From an optimization exercise on the open Yosys and OpenROAD flow, aimed at small area, a short achievable clock period and few clock cycles per item; shortcuts taken in it are not production practice.
The RTL was checked by simulation tests, not by an equivalence proof against the original design.
Power figures rest on the tool's default switching activity, not on a simulated workload.

old:
==> flow/design.v (excerpt) <==
module ex_muldiv
(
    input  logic            clk,
    input  logic            rst,
    input  logic [4:0]      ALUop_i,
    input  logic            signed_i,
    input  logic [ex_muldiv_pkg::XLEN-1:0] oprand1_i,
    input  logic [ex_muldiv_pkg::XLEN-1:0] oprand2_i,
    input  logic            flush_i,
    output logic            pauseRequest_o,
    output logic            valid_o,
    output logic [1:0]      writeHILO_o,
    output logic [ex_muldiv_pkg::XLEN-1:0] HI_o,
    output logic [ex_muldiv_pkg::XLEN-1:0] LO_o
);
Settings: LEC_CHECK=0, CAP_MARGIN=20, CORE_MARGIN=2, CORE_UTILIZATION=40, SLEW_MARGIN=20; clock period 12.0 ns.
standard.sh (not shown) runs the stock make flow with config.mk's settings and CLKGATE_MAP_FILE= SYNTH_SCRIPT=/design/flow/synth_recipe.tcl, a recipe that flattens the netlist after the stock synthesis.
==> flow/flow/run.sh <==
#!/bin/bash
set -euo pipefail
bash standard.sh BUFFER_PORTS_ARGS="-buffer_cell sky130_fd_sc_hd__buf_1" SETUP_SLACK_MARGIN=6 finish > standard_flow.log 2>&1
Testbench counts of old, summed over its fixed seeds: cycles 14,207, ops 3,200.
The following lists how new was set up differently from old:
--- a/flow/design.v
+++ b/flow/design.v
@@ -141,22 +141,22 @@
     logic [ND+1:0][WX-1:0] term;
     always_comb begin
         logic [WX-1:0] negv;
         negv = '0;
         for (int i = 0; i < ND; i++) begin
             logic [WD-1:0] pp;
             pp = ((bc_q[3*i] ? m1 : '0) | (bc_q[3*i+1] ? m2 : '0)) ^ {WD{bc_q[3*i+2]}};
             term[i+1] = WX'({{(WX-WD){pp[WD-1]}}, pp} << (2*i));
             negv[2*i] = bc_q[3*i+2];
         end
-        term[0]    = {2'b00, acc_q[WX-K-3:0], negv[K-1:0]};
-        term[ND+1] = '0;
+        term[0]    = {2'b00, acc_q[WX-K-3:0], {K{1'b0}}};
+        term[ND+1] = negv;
     end
     function automatic logic [2*WX-1:0] csa(input logic [WX-1:0] x, y, z);
         logic [WX-1:0] s, c;
         s = x ^ y ^ z;
         c = ((x & y) | (x & z) | (y & z)) << 1;
         csa = {s, c};
     endfunction
     logic [2*XL-WX+1:0] up_0, up_p1, up_m1;
     assign up_0  = acc_q[2*XL-K-1:WX-K-2];
     ex_muldiv_bkadd #(.W(2*XL-WX+2)) u_upp (
@@ -164,23 +164,23 @@
     );
     ex_muldiv_bkadd #(.W(2*XL-WX+2)) u_upm (
         .a_i (up_0), .b_i ('1), .cin_i (1'b0), .sum_o (up_m1), .cout_o ()
     );
     logic [WX-1:0]   lsum, s4, c4;
     logic [2*XL-1:0] prod_next;
     assign lsum = s4 + c4;
     always_comb begin
         logic [WX-1:0] s1, c1, s2, c2, s3, c3;
         {s1, c1} = csa(term[1], term[2], term[3]);
-        {s2, c2} = csa(s1, c1, term[4]);
-        {s4, c4} = csa(s2, c2, term[0]);
-        {s3, c3} = {2*WX{1'b0}};
+        {s2, c2} = csa(term[4], term[0], term[5]);
+        {s3, c3} = csa(s1, c1, s2);
+        {s4, c4} = csa(s3, c3, c2);
         prod_next = {lsum[WX-1] ? up_m1 : (lsum[WX-2] ? up_p1 : up_0), lsum[WX-3:0]};
     end
     function automatic logic [5:0] lzc32(input logic [31:0] x);
         logic [31:0] v;
         logic [4:0]  z;
         v = x;
         z[4] = ~|v[31:16]; if (z[4]) v = {v[15:0], 16'b0};
         z[3] = ~|v[31:24]; if (z[3]) v = {v[23:0], 8'b0};
         z[2] = ~|v[31:28]; if (z[2]) v = {v[27:0], 4'b0};
         z[1] = ~|v[31:30]; if (z[1]) v = {v[29:0], 2'b0};
==> notes.md <==
- new did not stop at any stage, and its layout met the timing, DRC and antenna checks.
- Diff new and old: sequential fraction of the synthesis area higher in old
- new ended up with acc_q[62]$_DFF_P_ as its end point of the critical path; old ended up with acc_q[32]$_DFF_P_.
- new ended with less power than old.
- Going from old to new, reported net switching power picked up an extra 3.8%; clock network fraction of design power picked up an extra 0.3 points.
- new gives more share of the clock period used by the worst path than old did.
Testbench counts of new, summed over its fixed seeds: cycles 14,207, ops 3,200.

-- re-timing with driven ports --
How much do the figures lean on ideal ports? The routed layouts below were timed once more, with nothing changed but the port constraints. Step 1, drivers: a clkbuf_16 drives clk and a buf_2 each remaining input, both assumed. Step 2 also shifts input and output timing later by t, the mid clock arrival at the registers, as if the neighbouring blocks saw the same clock. Slacks: ideal ports / drivers / drivers and shift; pairs: ideal ports / drivers.
run	t, ns	setup slack, ns	worst register clock-pin slew, ns
old	0.554	6.032 / 6.032 / 5.680	0.08 / 0.08
new	0.555	5.946 / 5.946 / 5.665	0.08 / 0.08
After both steps setup and hold are still met in every run listed. For old, which loses most, drivers alone change the setup slack by 0.000 ns; drivers and shift together by -0.352 ns.
